Source: an optimization exercise on an open RTL-to-GDS flow (aim: small area, a short achievable clock period and few clock cycles). Production flows keep margins and buffers that such runs may drop.
RTL that was checked went through simulation tests only; none was proved equivalent to the original.
Power is estimated from default activity; no workload was simulated.

==> flow/design.v (excerpt) <==
module vpu_core (
    input  logic               clk,
    input  logic               rst_n,
    input  logic               en,
    output vpu_pkg::pc_t       pc,
    input  vpu_pkg::instr_t    instr,
    output vpu_pkg::mem_addr_t mem_addr,
    output logic               mem_read,
    output logic               mem_write,
    output vpu_pkg::vec_t      mem_wdata,
    input  vpu_pkg::vec_t      mem_rdata,
    output logic               data_out_vld,
    output vpu_pkg::vec_t      data_out,
    output vpu_pkg::reg_addr_t reg_wb
);
For scale: about 3,300 cells after synthesis, ~40,000 um^2 of cells after synthesis.
clock: 5.5 ns
lec_check: 0
cap_margin: 20
core_margin: 2
core_utilization: 40
cts_buf_list: sky130_fd_sc_hd__clkbuf_16
cts_cluster_diameter: 100
cts_cluster_size: 24
setup_slack_margin: 3.0
slew_margin: 20
standard.sh (not shown) runs the stock make flow with config.mk's settings and CLKGATE_MAP_FILE= SYNTH_SCRIPT=/design/flow/synth_recipe.tcl, a recipe that flattens the netlist after the stock synthesis.
==> flow/flow/run.sh <==
#!/bin/bash
set -euo pipefail
cd "$(dirname "$0")/.."
export BUFFER_PORTS_ARGS="-buffer_cell sky130_fd_sc_hd__buf_1"
bash standard.sh finish > standard_flow.log 2>&1
Testbench counts at the start, summed over its fixed seeds: cycles 18,085.
Edit:
==> flow/run.sh (new file) <==
#!/bin/bash
# synth_recipe.tcl (not shown) runs the flow's synth.tcl, then flattens the netlist and writes it again
# the make line also repeats each setting of config.mk as NAME=value (left out here)
make -C /OpenROAD-flow-scripts/flow DESIGN_CONFIG=/design/flow/config.mk WORK_HOME=/design/flow/orfs CLKGATE_MAP_FILE= SYNTH_SCRIPT=/design/flow/synth_recipe.tcl finish
Settings changed: SETUP_SLACK_MARGIN 3.0 to 2.9.
removed: flow/flow/run.sh
removed: flow/standard.sh
The new run passed the timing, DRC and antenna checks.
Routed wire length hardly moves.
Non-clock buffer count came out higher by 14.
Fmax goes down slightly.
Edit:
Settings changed: CORE_UTILIZATION 40 to 60, CTS_BUF_LIST sky130_fd_sc_hd__clkbuf_16 to unset, CTS_CLUSTER_DIAMETER 100 to unset, CTS_CLUSTER_SIZE 24 to unset, PLACE_DENSITY set to 0.75.
=>
- The changed run finished clean
- non-clock buffer count goes down by 5
- synthesized cell count is unchanged
- worst setup slack is better by 22 ps
- utilization goes up by 27 points
- final area goes up by a few percent
- synthesized area does not change
- power goes up by about a fifth
- combinational power goes up by a few percent
- fmax goes up slightly
Edit:
Settings changed: CORE_UTILIZATION 60 to 40, PLACE_DENSITY 0.75 to unset.
Result: Clock-buffer cell count goes down by 8. Cell area went up by about 0.6%. Routed wire length went up by about 2.4%. Worst hold slack gets better by 50 ps. Die area is higher by about 50%. Area after synthesis is unchanged. Worst setup slack is worse by 19 ps.

---

vpu_core, a different RTL version from the one above (not shown whole).
Size in the first run: roughly 3,000 cells after synthesis, ~790 flip-flops, about 250 I/O pins.
Settings: LEC_CHECK=0, CAP_MARGIN=20, CORE_MARGIN=2, CORE_UTILIZATION=40, CTS_BUF_LIST=sky130_fd_sc_hd__clkbuf_16, CTS_CLUSTER_DIAMETER=100, CTS_CLUSTER_SIZE=24, SETUP_SLACK_MARGIN=3.0, SLEW_MARGIN=20; clock period 5.5 ns.
==> flow/flow/run.sh <==
#!/bin/bash
set -euo pipefail
cd "$(dirname "$0")/.."
export BUFFER_PORTS_ARGS="-buffer_cell sky130_fd_sc_hd__buf_4"
bash standard.sh finish > standard_flow.log 2>&1
Rerun with:
==> flow/flow/run.sh (replaced) <==
#!/bin/bash
set -euo pipefail
cd "$(dirname "$0")/.."
export BUFFER_PORTS_ARGS="-buffer_cell sky130_fd_sc_hd__buf_1"
bash standard.sh finish > standard_flow.log 2>&1
The new run finished clean. Routed wire length grows by 0.44%. Count of clock-buffer cells in the layout grows by 2. Worst setup slack degrades by 34 ps. Critical path depth grows by 2. Design area shrinks by 1.6%. Combinational power shrinks by about 4%. Via count stays flat. Sequential cell count does not change. Global-route usage grows by 0.14 points. Worst hold slack improves by 21 ps. Sequential power is about the same.
No run of this note included a check of the RTL's function; only the layout flow was run.

---

vpu_core, a different RTL version from the one above (not shown whole).
Size in the first run: roughly 250 I/O pins, about 0.040 mm^2 of cells after synthesis.
==> flow/design.v (excerpt) <==
module vpu_core (
    input  logic               clk,
    input  logic               rst_n,
    input  logic               en,
    output vpu_pkg::pc_t       pc,
    input  vpu_pkg::instr_t    instr,
    output vpu_pkg::mem_addr_t mem_addr,
    output logic               mem_read,
    output logic               mem_write,
    output vpu_pkg::vec_t      mem_wdata,
    input  vpu_pkg::vec_t      mem_rdata,
    output logic               data_out_vld,
    output vpu_pkg::vec_t      data_out,
    output vpu_pkg::reg_addr_t reg_wb
);
clock: 5.5 ns
lec_check: 0
cap_margin: 20
core_margin: 2
core_utilization: 40
cts_buf_list: sky130_fd_sc_hd__clkbuf_16
cts_cluster_diameter: 100
cts_cluster_size: 24
setup_slack_margin: 2.8
slew_margin: 20
==> flow/flow/run.sh <==
#!/bin/bash
set -euo pipefail
cd "$(dirname "$0")/.."
export BUFFER_PORTS_ARGS="-buffer_cell sky130_fd_sc_hd__buf_1"
bash standard.sh finish > standard_flow.log 2>&1
Testbench counts at the start, summed over its fixed seeds: cycles 17,656.
Change:
SETUP_SLACK_MARGIN = 2.6   (was 2.8)
The changed run passed the timing, DRC and antenna checks.
Area after synthesis does not change.
Total power fell by 1.9%.
Final area fell by 3.4%.
Flip-flop and latch count stays the same.
Worst hold slack degrades by 0.011 ns.
Global-route usage fell by 0.53 points.
Via count fell by 1.4%.
Routed wire length fell by 1.7%.

---

Starting RTL as in the previous note.
export LEC_CHECK = 0
export CAP_MARGIN = 20
export CORE_MARGIN = 2
export CORE_UTILIZATION = 40
export CTS_BUF_LIST = sky130_fd_sc_hd__clkbuf_16
export CTS_CLUSTER_DIAMETER = 100
export CTS_CLUSTER_SIZE = 24
export SETUP_SLACK_MARGIN = 2.9
export SLEW_MARGIN = 20
create_clock -name core_clock -period 5.5 [get_ports {clk}]
Scripts as last shown in full above: flow/flow/run.sh
The baseline finished clean.
Testbench counts at the start, summed over its fixed seeds: cycles 17,656.
Next try:
- SETUP_SLACK_MARGIN: 2.9 -> 3.0
Effect: The changed run completed without violations. Setup slack gains 0.011 ns. Cell area went up by 1.9%. Core utilization went up by 0.88 points. Worst hold slack gains 0.0080 ns. Via count went up by 0.99%. First-iteration DRC count went up by about 6%. Sequential power went down by about 0.7%.

what the ideal ports hide:
The results above use ideal ports. As a check the final layouts listed here were re-extracted and re-timed, cells and wires unchanged.
Step 1: set_driving_cell puts a clkbuf_16 on clk and a buf_2 on each other input, an assumption about the parent block.
Step 2, shift: input delay + t, output delay - t, t = (earliest + latest rising clock arrival at the registers) / 2. This alone moves slack from input paths to output paths.
a / b / c = no drivers / after step 1 / after step 2; a / b = the first two.
| run | t, ns | slack for setup (ns) | latest minus earliest clock arrival (ns) |
|---|---|---|---|
| the first run of note 1 | 0.683 | 2.726 / 2.674 / 2.262 | 0.050 / 0.050 |
| the second run of note 1 | 0.682 | 2.711 / 2.707 / 2.183 | 0.042 / 0.042 |
| the third run of note 1 | 0.710 | 2.733 / 2.617 / 2.001 | 0.017 / 0.017 |
| the fourth run of note 1 | 0.730 | 2.715 / 2.714 / 2.156 | 0.039 / 0.040 |
| the first run of note 2 | 0.674 | 2.582 / 2.582 / 2.146 | 0.034 / 0.034 |
| the second run of note 2 | 0.671 | 2.548 / 2.548 / 2.343 | 0.036 / 0.036 |
| the first run of note 3 | 0.690 | 2.698 / 2.655 / 2.026 | 0.061 / 0.061 |
| the second run of note 3 | 0.684 | 2.567 / 2.567 / 2.012 | 0.048 / 0.048 |
| the first run of note 4 | 0.674 | 2.776 / 2.746 / 2.243 | 0.049 / 0.049 |
| the second run of note 4 | 0.687 | 2.788 / 2.740 / 2.462 | 0.052 / 0.052 |
After both steps every run listed still meets setup and hold. The setup slack of the third run of note 1, which loses most, moves by -0.116 ns with the drivers and by -0.732 ns with both steps.
